This is an optimization exercise on Yosys and OpenROAD, whose aim is small area, not a production implementation. The RTL was checked by simulation tests, not by an equivalence proof against the original design. Power is estimated from default activity; no workload was simulated.

## design.v

```verilog
package lc3b_pkg;
	typedef logic [15:0] lc3b_word;	 
	typedef logic [2:0] lc3b_reg;	 
	typedef logic [2:0] lc3b_cc;	 
	typedef logic [15:0] lc3b_ctrl;	 
	typedef enum logic [3:0] {
		op_br = 4'b0000,
		op_add = 4'b0001,
		op_ldb = 4'b0010,
		op_stb = 4'b0011,
		op_jsr = 4'b0100,	 
		op_and = 4'b0101,
		op_ldr = 4'b0110,
		op_str = 4'b0111,
		op_rti = 4'b1000,
		op_not = 4'b1001,
		op_ldi = 4'b1010,
		op_sti = 4'b1011,
		op_jmp = 4'b1100,
		op_shf = 4'b1101,
		op_lea = 4'b1110,
		op_trap = 4'b1111
	} lc3b_opcode;
	localparam int ctrl_ld_reg = 0;	 
	localparam int ctrl_ld_cc = 1;	 
	localparam int ctrl_sr2_needed = 2;
	localparam int ctrl_sr1_needed = 3;
	localparam int ctrl_alu_op = 4;	 
	localparam int ctrl_use_imm5 = 6;
	localparam int ctrl_addr_sel = 7;	 
	localparam int ctrl_mem_read = 8;
	localparam int ctrl_mem_write = 9;
	localparam int ctrl_byte_op = 10;
	localparam int ctrl_br_op = 11;
	localparam int ctrl_jmp_op = 12;
	localparam int ctrl_jsr_op = 13;
	localparam int ctrl_wb_sel = 14;	 
	localparam logic [1:0] alu_add = 2'b00;
	localparam logic [1:0] alu_and = 2'b01;
	localparam logic [1:0] alu_not = 2'b10;
	localparam logic [1:0] alu_shift = 2'b11;	 
	localparam logic [1:0] wb_alu = 2'b00;
	localparam logic [1:0] wb_addr = 2'b01;	 
	localparam logic [1:0] wb_load = 2'b10;
	localparam logic [1:0] wb_pc = 2'b11;	 
endpackage
`timescale 1ns/1ps
module lc3b_control_rom (
	input lc3b_pkg::lc3b_word ir,
	output lc3b_pkg::lc3b_ctrl ctrl_word
);
	lc3b_pkg::lc3b_opcode opcode;
	assign opcode = lc3b_pkg::lc3b_opcode'(ir[15:12]);
	always_comb begin
		ctrl_word = '0;	 
		case (opcode)
			lc3b_pkg::op_add, lc3b_pkg::op_and: begin
				ctrl_word[lc3b_pkg::ctrl_ld_reg] = 1'b1;
				ctrl_word[lc3b_pkg::ctrl_ld_cc] = 1'b1;
				ctrl_word[lc3b_pkg::ctrl_sr1_needed] = 1'b1;
				ctrl_word[lc3b_pkg::ctrl_sr2_needed] = ~ir[5];	 
				ctrl_word[lc3b_pkg::ctrl_use_imm5] = ir[5];
				if (opcode == lc3b_pkg::op_and)
					ctrl_word[lc3b_pkg::ctrl_alu_op +: 2] = lc3b_pkg::alu_and;
				else
					ctrl_word[lc3b_pkg::ctrl_alu_op +: 2] = lc3b_pkg::alu_add;
			end
			lc3b_pkg::op_not, lc3b_pkg::op_shf: begin
				ctrl_word[lc3b_pkg::ctrl_ld_reg] = 1'b1;
				ctrl_word[lc3b_pkg::ctrl_ld_cc] = 1'b1;
				ctrl_word[lc3b_pkg::ctrl_sr1_needed] = 1'b1;
				if (opcode == lc3b_pkg::op_not)
					ctrl_word[lc3b_pkg::ctrl_alu_op +: 2] = lc3b_pkg::alu_not;
				else
					ctrl_word[lc3b_pkg::ctrl_alu_op +: 2] = lc3b_pkg::alu_shift;
			end
			lc3b_pkg::op_ldr, lc3b_pkg::op_ldb: begin
				ctrl_word[lc3b_pkg::ctrl_ld_reg] = 1'b1;
				ctrl_word[lc3b_pkg::ctrl_ld_cc] = 1'b1;
				ctrl_word[lc3b_pkg::ctrl_sr1_needed] = 1'b1;	 
				ctrl_word[lc3b_pkg::ctrl_mem_read] = 1'b1;
				ctrl_word[lc3b_pkg::ctrl_byte_op] = (opcode == lc3b_pkg::op_ldb);
				ctrl_word[lc3b_pkg::ctrl_wb_sel +: 2] = lc3b_pkg::wb_load;
			end
			lc3b_pkg::op_str, lc3b_pkg::op_stb: begin
				ctrl_word[lc3b_pkg::ctrl_sr1_needed] = 1'b1;
				ctrl_word[lc3b_pkg::ctrl_sr2_needed] = 1'b1;	 
				ctrl_word[lc3b_pkg::ctrl_mem_write] = 1'b1;
				ctrl_word[lc3b_pkg::ctrl_byte_op] = (opcode == lc3b_pkg::op_stb);
			end
			lc3b_pkg::op_lea: begin
				ctrl_word[lc3b_pkg::ctrl_ld_reg] = 1'b1;	 
				ctrl_word[lc3b_pkg::ctrl_addr_sel] = 1'b1;
				ctrl_word[lc3b_pkg::ctrl_wb_sel +: 2] = lc3b_pkg::wb_addr;
			end
			lc3b_pkg::op_br: begin
				ctrl_word[lc3b_pkg::ctrl_br_op] = 1'b1;
				ctrl_word[lc3b_pkg::ctrl_addr_sel] = 1'b1;
			end
			lc3b_pkg::op_jmp: begin
				ctrl_word[lc3b_pkg::ctrl_jmp_op] = 1'b1;
				ctrl_word[lc3b_pkg::ctrl_sr1_needed] = 1'b1;
			end
			lc3b_pkg::op_jsr: begin
				ctrl_word[lc3b_pkg::ctrl_jsr_op] = 1'b1;
				ctrl_word[lc3b_pkg::ctrl_ld_reg] = 1'b1;	 
				ctrl_word[lc3b_pkg::ctrl_addr_sel] = ir[11];	 
				ctrl_word[lc3b_pkg::ctrl_sr1_needed] = ~ir[11];	 
				ctrl_word[lc3b_pkg::ctrl_wb_sel +: 2] = lc3b_pkg::wb_pc;
			end
			default: ctrl_word = '0;
		endcase
	end
endmodule
`timescale 1ns/1ps
module lc3b_regfile (
	input logic clk,
	input logic rst_n,
	input logic load,
	input lc3b_pkg::lc3b_reg dest,
	input lc3b_pkg::lc3b_word in,
	input lc3b_pkg::lc3b_reg src_a,
	input lc3b_pkg::lc3b_reg src_b,
	output lc3b_pkg::lc3b_word reg_a,
	output lc3b_pkg::lc3b_word reg_b
);
	lc3b_pkg::lc3b_word regs [8];	 
	always_ff @(posedge clk) begin
		if (!rst_n) begin
			for (int i = 0; i < 8; i++)
				regs[i] <= '0;
		end else if (load) begin
			regs[dest] <= in;
		end
	end
	assign reg_a = (load && dest == src_a) ? in : regs[src_a];
	assign reg_b = (load && dest == src_b) ? in : regs[src_b];
endmodule
`timescale 1ns/1ps
module lc3b_execute (
	input lc3b_pkg::lc3b_word ir,
	input lc3b_pkg::lc3b_word pc,	 
	input lc3b_pkg::lc3b_word sr1,
	input lc3b_pkg::lc3b_word sr2,
	input lc3b_pkg::lc3b_ctrl ctrl,
	output lc3b_pkg::lc3b_word result,
	output lc3b_pkg::lc3b_word address
);
	lc3b_pkg::lc3b_word sext5, sext6, sext9, sext11;
	lc3b_pkg::lc3b_word alu_b, alu_out, shf_out;
	lc3b_pkg::lc3b_word addr_base, addr_off;
	logic [1:0] alu_op;
	assign sext5 = {{11{ir[4]}}, ir[4:0]};
	assign sext6 = {{10{ir[5]}}, ir[5:0]};
	assign sext9 = {{7{ir[8]}}, ir[8:0]};
	assign sext11 = {{5{ir[10]}}, ir[10:0]};
	assign alu_op = ctrl[lc3b_pkg::ctrl_alu_op +: 2];
	assign alu_b = ctrl[lc3b_pkg::ctrl_use_imm5] ? sext5 : sr2;
	always_comb begin
		case (alu_op)
			lc3b_pkg::alu_add: alu_out = sr1 + alu_b;
			lc3b_pkg::alu_and: alu_out = sr1 & alu_b;
			default: alu_out = ~sr1;	 
		endcase
	end
	always_comb begin
		if (!ir[4])
			shf_out = sr1 << ir[3:0];	 
		else if (!ir[5])
			shf_out = sr1 >> ir[3:0];	 
		else
			shf_out = lc3b_pkg::lc3b_word'($signed(sr1) >>> ir[3:0]);	 
	end
	always_comb begin
		if (ctrl[lc3b_pkg::ctrl_addr_sel]) begin
			addr_base = pc;
			addr_off = ctrl[lc3b_pkg::ctrl_jsr_op] ? sext11 << 1 : sext9 << 1;
		end else begin
			addr_base = sr1;
			if (ctrl[lc3b_pkg::ctrl_jmp_op] | ctrl[lc3b_pkg::ctrl_jsr_op])
				addr_off = '0;	 
			else if (ctrl[lc3b_pkg::ctrl_byte_op])
				addr_off = sext6;	 
			else
				addr_off = sext6 << 1;	 
		end
	end
	assign address = addr_base + addr_off;
	assign result = (alu_op == lc3b_pkg::alu_shift) ? shf_out : alu_out;
endmodule
`timescale 1ns/1ps
module lc3b_dependency_logic (
	input lc3b_pkg::lc3b_reg sr1,
	input lc3b_pkg::lc3b_reg sr2,
	input logic sr1_needed,
	input logic sr2_needed,
	input logic br_op,
	input lc3b_pkg::lc3b_reg ex_dr,
	input lc3b_pkg::lc3b_reg mem_dr,
	input lc3b_pkg::lc3b_reg wb_dr,
	input logic ex_ld_reg,
	input logic mem_ld_reg,
	input logic wb_ld_reg,
	input logic ex_ld_cc,
	input logic mem_ld_cc,
	input logic wb_ld_cc,
	output logic dep_stall
);
	logic sr1_hit, sr2_hit, cc_hit;
	assign sr1_hit = sr1_needed & ((ex_ld_reg & (ex_dr == sr1))
		| (mem_ld_reg & (mem_dr == sr1)));
	assign sr2_hit = sr2_needed & ((ex_ld_reg & (ex_dr == sr2))
		| (mem_ld_reg & (mem_dr == sr2)));
	assign cc_hit = br_op & (ex_ld_cc | mem_ld_cc | wb_ld_cc);	 
	assign dep_stall = sr1_hit | sr2_hit | cc_hit;
endmodule
`timescale 1ns/1ps
module lc3b_mem_stage (
	input lc3b_pkg::lc3b_ctrl ctrl,
	input logic valid,
	input lc3b_pkg::lc3b_word address,
	input lc3b_pkg::lc3b_word store_data,
	input lc3b_pkg::lc3b_cc ir_nzp,
	input lc3b_pkg::lc3b_cc cc,
	input lc3b_pkg::lc3b_word dmem_rdata,
	input logic dmem_resp,
	output logic dmem_read,
	output logic dmem_write,
	output lc3b_pkg::lc3b_word dmem_wdata,
	output logic [1:0] dmem_byte_enable,
	output lc3b_pkg::lc3b_word load_data,
	output logic mem_stall,
	output logic redirect,
	output lc3b_pkg::lc3b_word target
);
	logic byte_op;
	logic access;
	logic br_taken;
	logic [7:0] rd_byte;
	assign byte_op = ctrl[lc3b_pkg::ctrl_byte_op];
	assign dmem_read = valid & ctrl[lc3b_pkg::ctrl_mem_read];
	assign dmem_write = valid & ctrl[lc3b_pkg::ctrl_mem_write];
	assign access = dmem_read | dmem_write;
	assign dmem_wdata = byte_op ? {store_data[7:0], store_data[7:0]} : store_data;
	always_comb begin
		if (!access)
			dmem_byte_enable = 2'b00;
		else if (!byte_op)
			dmem_byte_enable = 2'b11;	 
		else if (address[0])
			dmem_byte_enable = 2'b10;	 
		else
			dmem_byte_enable = 2'b01;
	end
	assign rd_byte = address[0] ? dmem_rdata[15:8] : dmem_rdata[7:0];
	assign load_data = byte_op ? {8'h00, rd_byte} : dmem_rdata;	 
	assign mem_stall = access & ~dmem_resp;
	assign br_taken = ctrl[lc3b_pkg::ctrl_br_op] & (|(ir_nzp & cc));
	assign redirect = valid & (br_taken | ctrl[lc3b_pkg::ctrl_jmp_op]
		| ctrl[lc3b_pkg::ctrl_jsr_op]);
	assign target = address;	 
endmodule
`timescale 1ns/1ps
module lc3b_datapath #(
	parameter lc3b_pkg::lc3b_word reset_pc = 16'h0000
) (
	input logic clk,
	input logic rst_n,
	input lc3b_pkg::lc3b_word imem_rdata,
	input logic imem_resp,
	input lc3b_pkg::lc3b_word dmem_rdata,
	input logic dmem_resp,
	output logic imem_read,
	output lc3b_pkg::lc3b_word imem_address,
	output logic dmem_read,
	output logic dmem_write,
	output lc3b_pkg::lc3b_word dmem_address,
	output lc3b_pkg::lc3b_word dmem_wdata,
	output logic [1:0] dmem_byte_enable,
	output lc3b_pkg::lc3b_word if_id_ir,
	input lc3b_pkg::lc3b_ctrl ctrl_word
);
	lc3b_pkg::lc3b_word pc, pc_plus2;
	logic fetch_en;	 
	logic fetch_ok;
	logic branch_pending;
	lc3b_pkg::lc3b_word if_id_pc;
	logic if_id_valid;
	lc3b_pkg::lc3b_opcode id_opcode;
	lc3b_pkg::lc3b_reg id_src_b, id_dr;
	lc3b_pkg::lc3b_word id_sr1, id_sr2;
	logic dep_stall;
	lc3b_pkg::lc3b_word id_ex_ir, id_ex_pc, id_ex_sr1, id_ex_sr2;
	lc3b_pkg::lc3b_reg id_ex_dr;
	lc3b_pkg::lc3b_ctrl id_ex_ctrl;
	logic id_ex_valid;
	lc3b_pkg::lc3b_word ex_result, ex_address;
	lc3b_pkg::lc3b_word ex_mem_ir, ex_mem_pc, ex_mem_result, ex_mem_address, ex_mem_sdata;
	lc3b_pkg::lc3b_reg ex_mem_dr;
	lc3b_pkg::lc3b_ctrl ex_mem_ctrl;
	logic ex_mem_valid;
	lc3b_pkg::lc3b_word mem_load_data, mem_target;
	logic mem_stall, mem_redirect;
	lc3b_pkg::lc3b_word mem_wb_pc, mem_wb_result, mem_wb_address, mem_wb_data;
	lc3b_pkg::lc3b_reg mem_wb_dr;
	lc3b_pkg::lc3b_ctrl mem_wb_ctrl;
	logic mem_wb_valid;
	lc3b_pkg::lc3b_word wb_data;
	lc3b_pkg::lc3b_cc cc, wb_cc;
	logic wb_ld_reg, wb_ld_cc;
	function automatic logic is_flow(input logic [15:0] c);	 
		is_flow = c[lc3b_pkg::ctrl_br_op] | c[lc3b_pkg::ctrl_jmp_op] | c[lc3b_pkg::ctrl_jsr_op];
	endfunction
	assign branch_pending = (if_id_valid & is_flow(ctrl_word))
		| (id_ex_valid & is_flow(id_ex_ctrl)) | (ex_mem_valid & is_flow(ex_mem_ctrl));
	assign pc_plus2 = pc + 16'd2;
	assign imem_read = fetch_en & ~branch_pending;
	assign imem_address = pc;
	assign fetch_ok = imem_read & imem_resp & ~mem_stall & ~dep_stall;	 
	assign id_opcode = lc3b_pkg::lc3b_opcode'(if_id_ir[15:12]);
	assign id_src_b = (id_opcode == lc3b_pkg::op_str || id_opcode == lc3b_pkg::op_stb)
		? if_id_ir[11:9] : if_id_ir[2:0];	 
	assign id_dr = (id_opcode == lc3b_pkg::op_jsr) ? 3'b111 : if_id_ir[11:9];
	assign wb_ld_reg = mem_wb_valid & mem_wb_ctrl[lc3b_pkg::ctrl_ld_reg];
	assign wb_ld_cc = mem_wb_valid & mem_wb_ctrl[lc3b_pkg::ctrl_ld_cc];
	lc3b_regfile regfile0 (
		.clk, .rst_n, .load(wb_ld_reg), .dest(mem_wb_dr), .in(wb_data),
		.src_a(if_id_ir[8:6]), .src_b(id_src_b), .reg_a(id_sr1), .reg_b(id_sr2)
	);
	lc3b_dependency_logic dependency_logic0 (
		.sr1(if_id_ir[8:6]), .sr2(id_src_b),
		.sr1_needed(if_id_valid & ctrl_word[lc3b_pkg::ctrl_sr1_needed]),
		.sr2_needed(if_id_valid & ctrl_word[lc3b_pkg::ctrl_sr2_needed]),
		.br_op(if_id_valid & ctrl_word[lc3b_pkg::ctrl_br_op]),
		.ex_dr(id_ex_dr), .mem_dr(ex_mem_dr), .wb_dr(mem_wb_dr),
		.ex_ld_reg(id_ex_valid & id_ex_ctrl[lc3b_pkg::ctrl_ld_reg]),
		.mem_ld_reg(ex_mem_valid & ex_mem_ctrl[lc3b_pkg::ctrl_ld_reg]),
		.wb_ld_reg(wb_ld_reg),
		.ex_ld_cc(id_ex_valid & id_ex_ctrl[lc3b_pkg::ctrl_ld_cc]),
		.mem_ld_cc(ex_mem_valid & ex_mem_ctrl[lc3b_pkg::ctrl_ld_cc]),
		.wb_ld_cc(wb_ld_cc), .dep_stall
	);
	lc3b_execute execute0 (
		.ir(id_ex_ir), .pc(id_ex_pc), .sr1(id_ex_sr1), .sr2(id_ex_sr2), .ctrl(id_ex_ctrl),
		.result(ex_result), .address(ex_address)
	);
	assign dmem_address = ex_mem_address;
	lc3b_mem_stage mem_stage0 (
		.ctrl(ex_mem_ctrl), .valid(ex_mem_valid), .address(ex_mem_address),
		.store_data(ex_mem_sdata), .ir_nzp(ex_mem_ir[11:9]), .cc, .dmem_rdata, .dmem_resp,
		.dmem_read, .dmem_write, .dmem_wdata, .dmem_byte_enable,
		.load_data(mem_load_data), .mem_stall, .redirect(mem_redirect), .target(mem_target)
	);
	always_comb begin
		case (mem_wb_ctrl[lc3b_pkg::ctrl_wb_sel +: 2])
			lc3b_pkg::wb_alu: wb_data = mem_wb_result;
			lc3b_pkg::wb_addr: wb_data = mem_wb_address;
			lc3b_pkg::wb_load: wb_data = mem_wb_data;
			default: wb_data = mem_wb_pc;	 
		endcase
	end
	assign wb_cc = {wb_data[15], wb_data == 16'h0000, ~wb_data[15] & (wb_data != 16'h0000)};
	always_ff @(posedge clk) begin
		if (!rst_n) begin
			fetch_en <= 1'b0;
			pc <= reset_pc;
			if_id_valid <= 1'b0;
			id_ex_valid <= 1'b0;
			ex_mem_valid <= 1'b0;
			mem_wb_valid <= 1'b0;
			cc <= 3'b010;	 
		end else begin
			fetch_en <= 1'b1;
			if (mem_redirect)
				pc <= mem_target;	 
			else if (fetch_ok)
				pc <= pc_plus2;
			if (!(mem_stall | dep_stall))
				if_id_valid <= fetch_ok;	 
			if (!mem_stall) begin
				id_ex_valid <= if_id_valid & ~dep_stall;	 
				ex_mem_valid <= id_ex_valid;
				mem_wb_valid <= ex_mem_valid;
			end
			if (wb_ld_cc)
				cc <= wb_cc;
		end
	end
	always_ff @(posedge clk) begin
		if (fetch_ok) begin
			if_id_ir <= imem_rdata;
			if_id_pc <= pc_plus2;
		end
		if (!mem_stall) begin
			id_ex_ir <= if_id_ir;
			id_ex_pc <= if_id_pc;
			id_ex_sr1 <= id_sr1;
			id_ex_sr2 <= id_sr2;
			id_ex_dr <= id_dr;
			id_ex_ctrl <= ctrl_word;
			ex_mem_ir <= id_ex_ir;
			ex_mem_pc <= id_ex_pc;
			ex_mem_result <= ex_result;
			ex_mem_address <= ex_address;
			ex_mem_sdata <= id_ex_sr2;	 
			ex_mem_dr <= id_ex_dr;
			ex_mem_ctrl <= id_ex_ctrl;
			mem_wb_pc <= ex_mem_pc;
			mem_wb_result <= ex_mem_result;
			mem_wb_address <= ex_mem_address;
			mem_wb_data <= mem_load_data;
			mem_wb_dr <= ex_mem_dr;
			mem_wb_ctrl <= ex_mem_ctrl;
		end
	end
endmodule
`timescale 1ns/1ps
module lc3b_cpu #(
	parameter lc3b_pkg::lc3b_word reset_pc = 16'h0000	 
) (
	input logic clk,
	input logic rst_n,
	input lc3b_pkg::lc3b_word imem_rdata,
	input logic imem_resp,
	input lc3b_pkg::lc3b_word dmem_rdata,
	input logic dmem_resp,
	output logic imem_read,
	output lc3b_pkg::lc3b_word imem_address,
	output logic dmem_read,
	output logic dmem_write,
	output lc3b_pkg::lc3b_word dmem_address,
	output lc3b_pkg::lc3b_word dmem_wdata,
	output logic [1:0] dmem_byte_enable
);
	lc3b_pkg::lc3b_word if_id_ir;	 
	lc3b_pkg::lc3b_ctrl ctrl_word;
	lc3b_control_rom control_rom0 (
		.ir(if_id_ir),
		.ctrl_word
	);
	lc3b_datapath #(.reset_pc(reset_pc)) datapath0 (
		.clk, .rst_n,
		.imem_rdata, .imem_resp, .dmem_rdata, .dmem_resp,
		.imem_read, .imem_address,
		.dmem_read, .dmem_write, .dmem_address, .dmem_wdata, .dmem_byte_enable,
		.if_id_ir, .ctrl_word
	);
endmodule
```

## run.sh

```bash
#!/bin/bash
# synth_recipe.tcl (not shown) runs the flow's synth.tcl, then flattens the netlist and writes it again
# the make line also repeats each setting of config.mk as NAME=value (left out here)
make -C /OpenROAD-flow-scripts/flow DESIGN_CONFIG=/design/flow/config.mk WORK_HOME=/design/flow/orfs CLKGATE_MAP_FILE= SYNTH_SCRIPT=/design/flow/synth_recipe.tcl finish
```

## config.mk

```make
export PLATFORM = sky130hd
export DESIGN_NAME = lc3b_cpu
export DESIGN_NICKNAME = lc3b_cpu
export VERILOG_FILES = /design/flow/design.v
export SDC_FILE = /design/flow/constraint.sdc
export NUM_CORES = 4
export LEC_CHECK = 0
export CAP_MARGIN = 20
export CORE_MARGIN = 2
export CORE_UTILIZATION = 40
export SLEW_MARGIN = 20
```

## constraint.sdc

```tcl
create_clock -name core_clock -period 10.0 [get_ports {clk}]
set_input_delay 2.0000 -clock core_clock [delete_from_list [all_inputs] [get_ports {clk}]]
set_output_delay 2.0000 -clock core_clock [all_outputs]
set_load 0.01 [all_outputs]
```

==> impl_results.md <==
- Worst slew margin: 27.95%
- Status: complete, no violations
- Total CTS buffers: 45
- # rows: 84
- Main synth FF type: edfxtp_1
- Clock share of power: 31.4%
- RSZ-0062 raised after global routing: no
- Initial antenna violation count: 0
- Max IR drop VDD: 0.1249 mV
- Clk root buf: clkbuf_16
- Vias in the first global route: 13890
- Startpoint Class: input port
- Share of layout cells above drive strength 1: 15.56%
- Max Buffers Root-to-Sink: 3
- Antenna Cells: 0
- Worst skew pair latency: 0.59 ns
- Leading area contributor after synthesis: edfxtp_1
- Pre-antenna DRT Iters: 8
- Layout area overhead: 14.23%
- Worst-Margin Slew: 1.081 ns
- Largest fanout on the critical path: 40
- Postcts setup bufs: 0
- Mapped Nets: 1719
- Clock skew: 0.02352 ns
- Critical path buffers and inverters: 2
- Power per cell area: 220.3 nW/um^2
- Total clock sinks: 415
- Share of power burned in registers: 45.7%
- Max-cap viol count: 0
- Most common cell after layout, fill and taps aside: edfxtp_1
- Fin nets: 1762
- I/O pin total: 89
- Crit. End Element: flip-flop
- Final Wtd Congestion: 0.8958
- CTS tree: done
- Number of synthesized flops with an enable pin: 388
- Slowest cell on the critical path: nand2_1
- First-pass GRT wire length: 87.68 mm
- Hold WS: 0.4153 ns
- DRC marker count from the first detailed-route iteration: 1285
- DRC Markers: 0
- TNS Setup: 0 ns
- Chip width: 234.6 um
- Core ar.: 52550 um^2
- Die ar.: 55020 um^2
- Post-CTS Hold Buffers: 0
- CP Class: in -> reg
- Routed Antenna Nets: 0
- Clock-pin slew on the worst setup and hold paths: 0.06 ns
- Top delay family on crit path: simple AND/OR/NAND/NOR gates
- Setup WS pre-CTS: 5.018 ns
- Static leakage: 8.838 nW
- Crit path time final: 4.510 ns
- Achievable Freq: 221.7 MHz
- Slowest stage delay, CP: 0.73 ns
- Largest net degree at the start of global routing: 156
- Die Ht: 234.6 um
- Setup ws final: 5.490 ns
- Post-CTS Resized: 0
- Combinational power share: 22.9%
- Top-area cell type share of the netlist area: 54.79%
- Hold Fails Final Rpt: 0
- Starting density of the core: 40.46%
- DR WL met3: 4.251 mm
- Crit path cell chain: clkdlybuf4s50_1 -> buf_4 -> nand3_1 -> nor2_1 -> nand3_1 -> nand2_1
- Crit-path most repeated cell: nand3_1
- Crit path DAT: 4.72 ns
- Synth Warn #: 5
- Max-slew violations: 0
- Global Route Usage Sum: 21.63%
- Sw Share: 31.04%
- Switching pwr: 1.661 mW
- Async SR Flop Fraction: 0%
- Mean post-synth cell area: 12.90 um^2
- Avg WL per Cell: 24.61 um
- Via count: 14150
- Metal-1 WL: 25.08 mm
- Syn Inst Count: 1649
- Hold Path Class: reg -> reg
- Met2 wire length: 27.79 mm
- Top sig layer: met4
- CP required: 10.21 ns
- H-tree levels: 2
- Seq cells post-synth: 415
- Internal power: 3.690 mW
- Most frequent cells in the layout: 388 x edfxtp_1, 180 x nor2_1, 93 x nand2_1
- Final period utilization: 45.10%
- # port buffers: 88
- Via-to-Cell Ratio: 5.855
- Final number of setup-violating endpoints: 0
- Cell Area, Synth: 21260 um^2
- Largest cells by area after synthesis: edfxtp_1 55%, mux4_2 9.4%, nor2_1 3.2%
- DP HPWL: 41.90 mm
- Number of distinct library cells after synthesis: 76
- Routed wire length: 59.48 mm
- Post-synthesis sequential area ratio: 57.33%
- Congestion Overflow GR: 0
[layout make-up]
class,instances,area (um^2)
Fill cell,4682,28260
Sequential cell,415,12190
Clock buffer,59,1199
Multi-Input combinational cell,1066,8448
Timing Repair Buffer,120,1121
Inverter,44,172.7
Tap cell,688,860.8
Clock inverter,25,296.5
[cells in the mapped netlist, types with 15 or more instances]
cell type	count
a211oi_1	45
a21o_1	17
a21oi_1	81
buf_1	15
clkbuf_1	90
dfxtp_1	27
edfxtp_1	388
ha_1	32
inv_1	41
mux2_2	51
mux2i_1	41
mux4_2	89
nand2_1	93
nand3_1	20
nor2_1	180
nor2b_1	55
nor3_1	27
o211ai_1	18
o21ai_0	73
xnor2_1	29
xor2_1	26
[flip-flops by register name, summed over array words and instances (netlist names), 12 cells and up, named ones only]
signal                    cells
datapath0.ex_mem_address     16
datapath0.ex_mem_pc          16
datapath0.ex_mem_result      16
datapath0.ex_mem_sdata       16
datapath0.id_ex_ctrl         14
datapath0.id_ex_ir           12
datapath0.id_ex_pc           16
datapath0.id_ex_sr1          16
datapath0.id_ex_sr2          16
datapath0.if_id_ir           16
datapath0.if_id_pc           16
datapath0.mem_wb_address     16
datapath0.mem_wb_data        16
datapath0.mem_wb_pc          16
datapath0.mem_wb_result      16
datapath0.pc                 16
datapath0.regfile0.regs     128
[worst reg2reg max path: stages, from the launching register on]
cell and delay, ns:
edfxtp_1 0.62, nand3b_4 0.36, mux2i_4 0.26, xnor2_1 0.34
o311ai_4 0.22, o31ai_4 0.76, buf_4 0.54, a21boi_1 0.14
o31a_1 0.29
[layer usage]
metal,up-vias,GRT usage (%)
li1,6369,-
met1,7048,29.32
met4,0,8.825
met2,609,34.67
met3,125,3.597
met5,-,0
[through the flow]
stage          area, um^2  total power, mW  std cells  utilization [%]
2_1_floorplan       21260            3.086       1649                -
3_3_place_gp        22800            3.673       2333            43.38
6_report            24290            5.352       2417            46.22
3_5_place_dp        22800            3.691       2333            43.38
5_1_grt             24290            5.549       2417            46.22
4_1_cts             24290            5.376       2417            46.22
[power groups by stage]
stage / Clock (mW) / Combinational (mW) / Sequential, mW
2_1_floorplan: 0 / 0.757 / 2.33
3_3_place_gp: 0 / 1.19 / 2.48
3_5_place_dp: 0 / 1.21 / 2.49
4_1_cts: 1.71 / 1.21 / 2.45
5_1_grt: 1.77 / 1.31 / 2.47
6_report: 1.68 / 1.23 / 2.44
[path summary, 6_finish.rpt]
kind	start	to	slack, ns	cells past startpoint
worst max-delay path	rst_n	datapath0.regfile0.regs[6][2]$_SDFFCE_PN0P_	5.49	6
worst min-delay path	datapath0.ex_mem_result[7]$_DFFE_PN_	datapath0.mem_wb_result[7]$_DFFE_PN_	0.42	0
worst max register to register	datapath0.if_id_ir[15]$_DFFE_PP_	datapath0.pc[11]$_SDFFE_PN0P_	6.37	8
worst min register to register	datapath0.ex_mem_result[7]$_DFFE_PN_	datapath0.mem_wb_result[7]$_DFFE_PN_	0.42	0
[logic make-up after synthesis]
logic type / synth area share [%]
flip-flops: 57.33
AO/OA/AOI/OAI: 10.17
XOR/XNOR: 2.265
adder cells (fa/ha/maj): 2.071
multiplexers: 14.69
AND/OR/NAND/NOR: 10.26
buffers and inverters: 3.207

static timing again, ports no longer ideal:
No port has a modelled driver above. Below, the same layout with a new extraction and two added sets of constraints. Step 1 sets driving cells, clkbuf_16 on the clock port and buf_2 on the other inputs (assumed; they add their load-dependent delay and slew). Step 2 adds t to the input delays and takes it off the output delays; t is the mean of the earliest and latest rising clock arrival at the registers after step 1. Input paths then give back, and output paths get back, about the clock's delay inside the block. a / b / c = ideal ports / drivers / drivers and shift; a / b = the first two.
t, ns: 0.628
setup WS [ns]: 5.490 / 5.520 / 4.894
hold slack, ns: 0.415 / 0.415 / 0.415
worst slew at a driven data input, ns: 0.04
After both steps setup and hold are still met in this run. The setup slack of this run moves by +0.030 ns with the drivers and by -0.596 ns with both steps.
